Source: an optimization exercise on an open RTL-to-GDS flow (aim: small area, a short achievable clock period and few clock cycles). Production flows keep margins and buffers that such runs may drop.
At most, simulation tests tie the RTL to the original design; equivalence was not proved.

==> build 69 <==
## midi_tempo_tracker
module midi_tempo_tracker #(
    parameter int TIME_BITS      = 24,
    parameter int COUNT_BITS     = 16,
    parameter int FOLD_MIN_COUNT = 8
) (
    input  logic                  clk,
    input  logic                  rst_n,
    input  logic                  in_valid,
    output logic                  in_stall,
    input  logic [1:0]            event_kind,
    input  logic [6:0]            controller,
    input  logic [6:0]            ctrl_value,
    input  logic [TIME_BITS-1:0]  delta_time,
    output logic                  out_valid,
    input  logic                  out_stall,
    output logic [TIME_BITS-1:0]  note_period,
    output logic [TIME_BITS-1:0]  pedal_period,
    output logic [COUNT_BITS-1:0] note_count,
    output logic [1:0]            event_use,
    input  logic                  cfg_valid,
    output logic                  cfg_ready,
    input  logic [2:0]            cfg_index,
    input  logic [23:0]           cfg_data
);
Settings: LEC_CHECK=0, CAP_MARGIN=0, CORE_MARGIN=2, CORE_UTILIZATION=60, SLEW_MARGIN=0; clock period 10.0 ns.
run.sh (not shown) runs the stock make flow with config.mk's settings and CLKGATE_MAP_FILE= SYNTH_SCRIPT=/design/flow/synth_recipe.tcl, a recipe that flattens the netlist after the stock synthesis.
==> build 41 (differences from build 69) <==
Settings changed: ABC_AREA set to 1.
==> build 44 (differences from build 69) <==
--- a/flow/design.v
+++ b/flow/design.v
@@ -133,14 +133,15 @@
     localparam int PW = 36;                  
     localparam int NB = 2;                   
     localparam int NC = SB / NB;             
     localparam int QC = TB / NB;             
     localparam int XW = CB + NB;             
     localparam int KW = 27;                  
     localparam int JW = $clog2(NC + 1);      
+    localparam int MW = NB + 13;             
     localparam logic [TB-1:0] TMAX = {TB{1'b1}};
     localparam logic [CB-1:0] CMAX = {CB{1'b1}};
     localparam logic [SB-1:0] SMAX = {SB{1'b1}};
     localparam logic [3:0] S_IDLE = 4'd0;
     localparam logic [3:0] S_D    = 4'd1;    
     localparam logic [3:0] S_P    = 4'd2;    
     localparam logic [3:0] S_S0   = 4'd3;    
@@ -169,15 +170,14 @@
     logic [PW-1:0] nlo_reg, nhi_reg, plo_reg, phi_reg;   
     logic          kd_reg;        
     logic          fchk_reg;      
     logic          tadd_reg;      
     logic [TB-1:0] v_reg;         
     logic [XW-1:0] x_reg;         
     logic          xbad_reg;      
-    logic          xsat_reg;      
     logic [KW-XW-1:0] xhi_reg;    
     logic [2*NB-1:0]  xlo_reg;    
     logic signed [NB:0] m_reg;    
     logic [CB-1:0] cdiv_reg;      
     logic [CB+1:0] c3_reg;        
     logic [JW-1:0] j_reg;
     logic          pfirst_reg;
@@ -236,36 +236,33 @@
     assign v    = (ib_note_reg && !direct) ? hsum : d;
     assign csel = ib_note_reg ? nent_reg : pent_reg;
     mtt_add #(.W(CB)) u_cinc (.a(csel), .b('0), .ci(1'b1), .s(cinc), .co(cinc_co));
     assign csum = cinc_co ? CMAX : cinc;
     mtt_add #(.W(CB+2)) u_c3 (.a({2'b00, csum}), .b({1'b0, csum, 1'b0}), .ci(1'b0),
                               .s(c3sum), .co());
     assign fastok = !(ib_note_reg ? nbig_reg : pbig_reg) && (csel != '0) && !cinc_co;
-    logic [KW-1:0] xr, xq, xg, xdl, xcnt, xhh;
-    logic [KW-1:0] xs1, xc1, xs2, xc2, xs3, xc3, xs4, xc4, xd, xh, xfast;
-    logic          dsat, hsat, xdbad, xhbad, xbad_w, xsat_w;
+    logic [KW-1:0] xa, xr, xcnt, xq, xdv, xhh, xnv;
+    logic [KW-1:0] xds, xdc, xd, xh1s, xh1c, xh2s, xh2c, xh, xfast;
+    logic          xdbad, xhbad, xbad_w;
     assign xr   = KW'(ib_note_reg ? nrem_reg : prem_reg);
-    assign xq   = ~(KW'(ib_note_reg ? nmean_reg : pmean_reg));
-    assign xg   = KW'(ib_note_reg ? ngap_reg : pgap_reg);
-    assign xdl  = KW'(ib_delta_reg);
     assign xcnt = KW'(cinc) << 1;
+    assign xq   = ~(KW'(ib_note_reg ? nmean_reg : pmean_reg));
+    assign xdv  = KW'(d);
     assign xhh  = KW'(half_reg);
-    mtt_csa #(.W(KW)) u_xt1 (.a(xr), .b(xq), .c(xg), .s(xs1), .cy(xc1));
-    mtt_csa #(.W(KW)) u_xt2 (.a(xs1), .b(xc1), .c(xdl), .s(xs2), .cy(xc2));
-    mtt_csa #(.W(KW)) u_xt3 (.a(xs2), .b(xc2), .c(xcnt), .s(xs3), .cy(xc3));
-    mtt_add #(.W(KW)) u_xd (.a(xs3), .b(xc3), .ci(1'b1), .s(xd), .co());
-    mtt_csa #(.W(KW)) u_xt4 (.a(xs3), .b(xc3), .c(xhh), .s(xs4), .cy(xc4));
-    mtt_add #(.W(KW)) u_xh (.a(xs4), .b(xc4), .ci(1'b1), .s(xh), .co());
-    assign dsat   = ib_note_reg ? nsum_w[TB] : psum_w[TB];
-    assign hsat   = nsum_w[TB] || hsum_w[TB];
-    assign xdbad  = (xd[KW-1:XW] != '0) || dsat;
-    assign xhbad  = (xh[KW-1:XW] != '0) || hsat;
+    assign xnv  = KW'(nsum);
+    mtt_add #(.W(KW)) u_xa (.a(xr), .b(xcnt), .ci(1'b0), .s(xa), .co());
+    mtt_csa #(.W(KW)) u_xdcsa (.a(xa), .b(xdv), .c(xq), .s(xds), .cy(xdc));
+    mtt_add #(.W(KW)) u_xd (.a(xds), .b(xdc), .ci(1'b1), .s(xd), .co());
+    mtt_csa #(.W(KW)) u_xh1 (.a(xa), .b(xhh), .c(xq), .s(xh1s), .cy(xh1c));
+    mtt_csa #(.W(KW)) u_xh2 (.a(xh1s), .b(xh1c), .c(xnv), .s(xh2s), .cy(xh2c));
+    mtt_add #(.W(KW)) u_xh (.a(xh2s), .b(xh2c), .ci(1'b1), .s(xh), .co());
+    assign xdbad  = (xd[KW-1:XW] != '0);
+    assign xhbad  = (xh[KW-1:XW] != '0) || hsum_w[TB];
     assign xfast  = (ib_note_reg && !direct) ? xh : xd;
     assign xbad_w = (ib_note_reg && !direct) ? xhbad : xdbad;
-    assign xsat_w = (ib_note_reg && !direct) ? hsat : dsat;
     logic [7:0] miss_sel;
     logic [8:0] miss_inc;
     assign miss_sel = ib_note_reg ? nmiss_reg : pmiss_reg;
     assign miss_inc = {1'b0, miss_sel} + 9'd1;
     logic [SB-1:0] tk;
     logic [TB-1:0] qk;
     logic          bk;
@@ -340,43 +337,26 @@
         if (st_reg == S_M1)
             msh = 3'd4;
         else if (st_reg == S_M2)
             msh = 3'd2;
         else
             msh = 3'd0;
     end
-    logic [PW-1:0] ls1, ls2, ls3, hs1, hs2, hs3;
-    logic [13:0]   lo3, hi3;
-    logic          mneg;
-    mtt_add #(.W(14)) u_lo3 (.a({2'b00, lo_reg}), .b({1'b0, lo_reg, 1'b0}), .ci(1'b0),
-                             .s(lo3), .co());
-    mtt_add #(.W(14)) u_hi3 (.a({2'b00, hi_reg}), .b({1'b0, hi_reg, 1'b0}), .ci(1'b0),
-                             .s(hi3), .co());
-    assign ls1 = PW'(lo_reg) << msh;
-    assign ls2 = PW'(lo_reg) << (msh + 3'd1);
-    assign ls3 = PW'(lo3) << msh;
-    assign hs1 = PW'(hi_reg) << msh;
-    assign hs2 = PW'(hi_reg) << (msh + 3'd1);
-    assign hs3 = PW'(hi3) << msh;
-    assign mneg = msel[NB];
-    always_comb
-    begin
-        case (msel)
-            3'sd1:   begin ladd = ls1;  hadd = hs1;  end
-            3'sd2:   begin ladd = ls2;  hadd = hs2;  end
-            3'sd3:   begin ladd = ls3;  hadd = hs3;  end
-            -3'sd1:  begin ladd = ~ls1; hadd = ~hs1; end
-            -3'sd2:  begin ladd = ~ls2; hadd = ~hs2; end
-            default: begin ladd = '0;   hadd = '0;   end
-        endcase
-    end
+    logic signed [12:0]   lo_s, hi_s;
+    logic signed [MW-1:0] lprod, hprod;
+    assign lo_s    = {1'b0, lo_reg};
+    assign hi_s    = {1'b0, hi_reg};
+    assign lprod   = lo_s * msel;
+    assign hprod   = hi_s * msel;
     assign pbase_l = corr ? plk : plk << NB;
     assign pbase_h = corr ? phk : phk << NB;
-    mtt_add #(.W(PW)) u_pl (.a(pbase_l), .b(ladd), .ci(mneg), .s(plnext), .co());
-    mtt_add #(.W(PW)) u_ph (.a(pbase_h), .b(hadd), .ci(mneg), .s(phnext), .co());
+    assign ladd    = {{(PW-MW){lprod[MW-1]}}, lprod} << msh;
+    assign hadd    = {{(PW-MW){hprod[MW-1]}}, hprod} << msh;
+    mtt_add #(.W(PW)) u_pl (.a(pbase_l), .b(ladd), .ci(1'b0), .s(plnext), .co());
+    mtt_add #(.W(PW)) u_ph (.a(pbase_h), .b(hadd), .ci(1'b0), .s(phnext), .co());
     assign qm = {{(TB-NB-1){msel[NB]}}, msel} << msh;
     mtt_add #(.W(TB)) u_qadd (.a(qk), .b(qm), .ci(1'b0), .s(qadd), .co());
     logic          fgl, fghn, fold;
     logic [PW-6:0] mpx;
     assign mpx = (PW-5)'(pmean_reg);
     mtt_add #(.W(PW-5)) u_fl (.a(mpx), .b(~nlo_reg[PW-1:5]), .ci(1'b0), .s(), .co(fgl));
     mtt_add #(.W(PW-4)) u_fh (.a({mpx, 1'b0}), .b(~{nhi_reg[PW-1:5], (nhi_reg[4:0] != '0)}),
@@ -437,15 +417,15 @@
                         nhi_reg  <= phnext;
                     end
                 end
                 else
                 begin
                     x_reg    <= x3[XW+2*NB-1:2*NB];
                     xlo_reg  <= x3[2*NB-1:0];
-                    xbad_reg <= (x3[KW-1:XW+2*NB] != '0) || xsat_reg;
+                    xbad_reg <= (x3[KW-1:XW+2*NB] != '0);
                 end
             end
             S_M1, S_M2, S_M3:
             begin
                 if (kd_reg)
                 begin
                     plo_reg <= plnext;
@@ -572,15 +552,14 @@
                 kd_reg   <= c_jp;
                 fchk_reg <= c_jn && direct;
                 tadd_reg <= 1'b1;
                 v_reg    <= v;
                 x_reg    <= xfast[XW-1:0];
                 xhi_reg  <= xfast[KW-1:XW];
                 xbad_reg <= xbad_w;
-                xsat_reg <= xsat_w;
                 cdiv_reg <= csum;
                 c3_reg   <= c3sum;
             end
         end
     end
     always_ff @(posedge clk or negedge rst_n)
     begin
Settings changed: CAP_MARGIN 0 to 20, CORE_UTILIZATION 60 to 40, SLEW_MARGIN 0 to 20.
==> summary of the runs <==
- Build 44 produced a clean layout. Build 69 completed without violations. Build 41 completed with no timing, DRC or antenna violations.
- Non-clock buffer count: build 41 < build 69 < build 44.
- Die area: build 41 < build 69 < build 44.
- Against build 44, the sequential share of layout area of build 69 is higher by 0.53 points.
- In build 69 the register-to-register slack is higher than in build 44, by 210 ps.
==> figures <==
quantity	build 69	build 44	build 41
Routability congestion estimate from global placement	1.01	0.971	1.02
Final worst path period share	92.1%	94.2%	92.6%
Mux share of post-synthesis cell area	8.37%	7.51%	0.847%
Gr usage total	40.8%	27.8%	40.6%
Status	finished clean	finished clean	finished clean
Period minus WS final	9210 ps	9420 ps	9260 ps
Most common cell in the netlist	ha_1	nand2_1	nand2_1
Clock buffer count from CTS	88	87	84
Fraction of layout cells with a size suffix above 1	8.94%	10.8%	5.76%
Pre-CTS setup slack	694 ps	19.6 ps	494 ps
Testbench counts of build 69, summed over its fixed seeds: cycles 9,095.
Testbench counts of build 41, summed over its fixed seeds: cycles 9,095.
Testbench counts of build 44, summed over its fixed seeds: cycles 9,095.


==> v21: inputs <==
Another version of the RTL of midi_tempo_tracker (not shown whole).
==> flow/config.mk <==
export PLATFORM = sky130hd
export DESIGN_NAME = midi_tempo_tracker
export DESIGN_NICKNAME = midi_tempo_tracker
export VERILOG_FILES = /design/flow/design.v
export SDC_FILE = /design/flow/constraint.sdc
export NUM_CORES = 4
export LEC_CHECK = 0
export CAP_MARGIN = 20
export CORE_MARGIN = 2
export CORE_UTILIZATION = 40
export SLEW_MARGIN = 20
==> flow/constraint.sdc <==
create_clock -name core_clock -period 10.0 [get_ports {clk}]
set_input_delay 2.0000 -clock core_clock [delete_from_list [all_inputs] [get_ports {clk}]]
set_output_delay 2.0000 -clock core_clock [all_outputs]
set_load 0.01 [all_outputs]
==> v6: changes against v21 <==
--- a/flow/design.v
+++ b/flow/design.v
@@ -18,53 +18,31 @@
         logic busy;
         logic done;
     } div_ctl_t;
 endpackage
 module mtt_div #(
     parameter int DB = 16,
-    parameter int R4 = 2
+    parameter int B  = 4
 ) (
-    input  logic [DB-1:0]   r_in,
-    input  logic [2*R4-1:0] bits,
-    input  logic [DB-1:0]   divisor,
-    input  logic [DB+1:0]   divisor3,
-    output logic [2*R4-1:0] q,
-    output logic [DB-1:0]   r_out
+    input  logic [DB-1:0] r_in,
+    input  logic [B-1:0]  bits,
+    input  logic [DB-1:0] divisor,
+    output logic [B-1:0]  q,
+    output logic [DB-1:0] r_out
 );
     always_comb
     begin
         logic [DB-1:0] r;
-        logic [DB+1:0] s;
-        logic [DB+2:0] d1, d2, d3;
+        logic [DB:0]   s, diff;
         r = r_in;
-        for (int i = R4 - 1; i >= 0; i--)
+        for (int i = B - 1; i >= 0; i--)
         begin
-            s  = {r, bits[2*i+1], bits[2*i]};
-            d1 = {1'b0, s} - {3'b000, divisor};
-            d2 = {1'b0, s} - {2'b00, divisor, 1'b0};
-            d3 = {1'b0, s} - {1'b0, divisor3};
-            if (!d3[DB+2])
-            begin
-                q[2*i +: 2] = 2'd3;
-                r = d3[DB-1:0];
-            end
-            else if (!d2[DB+2])
-            begin
-                q[2*i +: 2] = 2'd2;
-                r = d2[DB-1:0];
-            end
-            else if (!d1[DB+2])
-            begin
-                q[2*i +: 2] = 2'd1;
-                r = d1[DB-1:0];
-            end
-            else
-            begin
-                q[2*i +: 2] = 2'd0;
-                r = s[DB-1:0];
-            end
+            s    = {r, bits[i]};
+            diff = s - {1'b0, divisor};
+            q[i] = !diff[DB];
+            r    = diff[DB] ? s[DB-1:0] : diff[DB-1:0];
         end
         r_out = r;
     end
 endmodule
 module midi_tempo_tracker #(
     parameter int TIME_BITS      = 24,
@@ -91,13 +69,13 @@
     input  logic [23:0]           cfg_data
 );
     localparam int TB = 24;
     localparam int CB = 16;
     localparam int SB = 40;
     localparam int PW = 36;                  
-    localparam int NB = 4;                   
+    localparam int NB = 3;                   
     localparam int NC = (SB + NB - 1) / NB;  
     localparam int QC = TB / NB;             
     localparam int XW = CB + NB;             
     localparam int KW = 27;                  
     localparam int OL = NB - 1;              
     localparam int JW = $clog2(NC + 1);      
@@ -133,13 +111,12 @@
     logic          tadd_reg;      
     logic [TB-1:0] v_reg;         
     logic [XW-1:0] x_reg;         
     logic          xbad_reg;
     logic signed [NB:0] m_reg;    
     logic [CB-1:0] cdiv_reg;      
-    logic [CB+1:0] c3_reg;        
     logic [JW-1:0] j_reg;
     logic          pfirst_reg;
     logic          dirty_n_reg, dirty_p_reg;
     logic          ov_reg;
     logic          owe_reg;       
     logic [1:0]    use_reg;
@@ -185,29 +162,34 @@
     assign c_jp   = !c_fn && !c_fp && ib_pedal_reg;
     assign n_push = c_jn && (direct || (w2 && half_reg != '0));
     assign n_half = c_jn && !direct && w2 && (half_reg == '0);
     assign p_push = c_jp && direct;
     logic [TB-1:0] v;
     logic [CB-1:0] csel, csum;
-    logic [KW-1:0] ksel, xd, xh, xfast;
-    logic          xdbad, xhbad, xbad_w;
+    logic [KW-1:0] xd, xh, xfast;
+    logic          dsat, xbad_w;
     logic          fastok;
     logic [NB:0]   madj;
+    logic          same_p;
     assign v      = (ib_note_reg && !direct) ? hsum : d;
     assign csel   = ib_note_reg ? nent_reg : pent_reg;
     assign csum   = (csel == CMAX) ? CMAX : csel + 1'b1;
-    assign madj   = (in_p && (kd_reg == !ib_note_reg)) ? m_reg : '0;
-    assign ksel   = KW'(ib_note_reg ? nrem_reg : prem_reg) + (KW'(csel) << OL) +
+    assign same_p = in_p && (kd_reg == !ib_note_reg);
+    assign madj   = same_p ? m_reg : '0;
+    assign xd     = KW'(ib_note_reg ? nrem_reg : prem_reg) + (KW'(csel) << OL) +
                     KW'(1 << OL) - KW'(ib_note_reg ? nmean_reg : pmean_reg) -
-                    {{(KW-NB-1){madj[NB]}}, madj};
-    assign xd     = ksel + KW'(d);
-    assign xh     = ksel + KW'(hsum);
-    assign xdbad  = (xd[KW-1:XW] != '0);
-    assign xhbad  = (xh[KW-1:XW] != '0);
+                    {{(KW-NB-1){madj[NB]}}, madj} +
+                    KW'(ib_note_reg ? ngap_reg : pgap_reg) + KW'(ib_delta_reg);
+    assign xh     = KW'(nrem_reg) + (KW'(nent_reg) << OL) + KW'(1 << OL) -
+                    KW'(nmean_reg) - {{(KW-NB-1){madj[NB]}}, madj} +
+                    KW'(ngap_reg) + KW'(ib_delta_reg) + KW'(half_reg);
+    assign dsat   = ib_note_reg ? nsum_w[TB] : psum_w[TB];
     assign xfast  = (ib_note_reg && !direct) ? xh : xd;
-    assign xbad_w = (ib_note_reg && !direct) ? xhbad : xdbad;
+    assign xbad_w = (ib_note_reg && !direct) ?
+                    ((xh[KW-1:XW] != '0) || nsum_w[TB] || hsum_w[TB]) :
+                    ((xd[KW-1:XW] != '0) || dsat);
     assign fastok = !(ib_note_reg ? nbig_reg : pbig_reg) && (csel != '0) && (csel != CMAX);
     logic [7:0] miss_sel;
     logic [8:0] miss_inc;
     assign miss_sel = ib_note_reg ? nmiss_reg : pmiss_reg;
     assign miss_inc = {1'b0, miss_sel} + 9'd1;
     logic [SB-1:0] tk;
@@ -228,15 +210,15 @@
     assign ta_w = fold_sub ? {1'b0, ntot_reg} - {{(SB-TB+1){1'b0}}, rec0_reg}
                            : {1'b0, tk} + {{(SB-TB+1){1'b0}}, (tadd_reg ? v_reg : '0)};
     assign ta   = fold_sub ? (ta_w[SB] ? '0 : ta_w[SB-1:0])
                            : (ta_w[SB] ? SMAX : ta_w[SB-1:0]);
     logic [NB-1:0] dq;
     logic [CB-1:0] dr;
-    mtt_div #(.DB(CB), .R4(NB / 2)) u_div (
+    mtt_div #(.DB(CB), .B(NB)) u_div (
         .r_in(x_reg[XW-1:NB]), .bits(x_reg[NB-1:0]), .divisor(cdiv_reg),
-        .divisor3(c3_reg), .q(dq), .r_out(dr));
+        .q(dq), .r_out(dr));
     logic dbad;
     assign dbad = xbad_reg || (x_reg[XW-1:NB] >= cdiv_reg);
     logic [SB+NB-1:0] tpad;
     logic [JW-1:0]    ttop;
     logic [NB-1:0]    tnib_next, tnib_top;
     assign tpad = {{NB{1'b0}}, ta};
@@ -273,20 +255,27 @@
         else
         begin
             pbase_l = plk << NB;
             pbase_h = phk << NB;
         end
     end
-    assign lprod  = $signed({1'b0, lo_reg}) * m_reg;
-    assign hprod  = $signed({1'b0, hi_reg}) * m_reg;
+    logic signed [12:0] lo_s, hi_s;
+    assign lo_s   = {1'b0, lo_reg};
+    assign hi_s   = {1'b0, hi_reg};
+    assign lprod  = lo_s * m_reg;
+    assign hprod  = hi_s * m_reg;
     assign plnext = pbase_l + {{(PW-NB-13){lprod[NB+12]}}, lprod};
     assign phnext = pbase_h + {{(PW-NB-13){hprod[NB+12]}}, hprod};
-    logic fold;
+    localparam int WW = PW + 2;
+    logic          fold;
+    logic [WW-1:0] fl, fh, mp32;
+    assign mp32 = WW'(pmean_reg) << 5;
+    assign fl   = WW'(pbase_l) + {{(WW-NB-13){lprod[NB+12]}}, lprod} - mp32;
+    assign fh   = WW'(pbase_h) + {{(WW-NB-13){hprod[NB+12]}}, hprod} - mp32 - WW'(1);
     assign fold = !kd_reg && fchk_reg && (nent_reg > CB'(FOLD_MIN_COUNT)) &&
-                  ((PW-5)'(pmean_reg) > plnext[PW-1:5]) &&
-                  ({(PW-5)'(pmean_reg), 1'b0} < {phnext[PW-1:5], (phnext[4:0] != '0)});
+                  fl[WW-1] && !fh[WW-1];
     logic [TB:0] fsum_w;
     assign fsum_w = {1'b0, nent_reg[0] ? rec2_reg : rec0_reg} + {1'b0, rec1_reg};
     assign qadd = qk + {{(TB-NB-1){m_reg[NB]}}, m_reg};
     logic consume, take;
     logic ov_now;
     assign ov_now    = ov_reg && !(in_p && fold);
@@ -314,13 +303,12 @@
         if (go)
         begin
             v_reg    <= v;
             x_reg    <= xfast[XW-1:0];
             xbad_reg <= xbad_w;
             cdiv_reg <= csum;
-            c3_reg   <= {2'b00, csum} + {1'b0, csum, 1'b0};
         end
         case (st_reg)
             S_IDLE:
                 j_reg <= JW'(QC);
             S_D:
                 m_reg <= {~dq[NB-1], ~dq[NB-1], dq[NB-2:0]};
@@ -341,16 +329,13 @@
             S_PP:
             begin
                 j_reg <= j_reg - JW'(1);
                 m_reg <= {1'b0, qnib};
             end
             S_F:
-            begin
                 cdiv_reg <= nent_reg >> 1;
-                c3_reg   <= {3'b000, nent_reg[CB-1:1]} + {2'b00, nent_reg[CB-1:1], 1'b0};
-            end
             default: ;
         endcase
     end
     always_ff @(posedge clk or negedge rst_n)
     begin
         if (!rst_n)
==> notes <==
- v21 ran to the end with violations: setup timing. v6 finished but failed the layout checks on setup timing.
- Of v6 and v21, v21 has the higher critical path depth (gap 11).
- Core utilization: v6 is lower than v21 (1.4 points).
- In register-to-register slack, v6 and v21 hardly differ.
No functional check of the RTL was part of any run of this note.

## port drivers added, routing unchanged
In the flow no input, the clock included, has a driving cell. The finished layouts below were timed again as built, in two steps. Step 1, drivers: a clkbuf_16 drives clk and a buf_2 each remaining input, both assumed. Step 2 adds t to the input delays and takes it off the output delays; t is the mean of the earliest and latest rising clock arrival at the registers after step 1. Input paths then give back, and output paths get back, about the clock's delay inside the block. Slacks: ideal / step 1 / step 2; pairs: ideal / step 1.
run	t (ns)	setup slack, ns	slew at the worst register clock pin (ns)	worst data-port slew with drivers (ns)
build 69	0.764	0.789 / 0.789 / 0.789	0.07 / 0.07	0.06
build 41	0.764	0.744 / 0.744 / 0.744	0.07 / 0.07	0.09
build 44	0.786	0.582 / 0.582 / 0.582	0.07 / 0.07	0.08
v21	0.833	-1.384 / -1.468 / -0.635	0.08 / 0.08	0.09
v6	0.829	-0.062 / -0.146 / 0.074	0.08 / 0.08	0.09
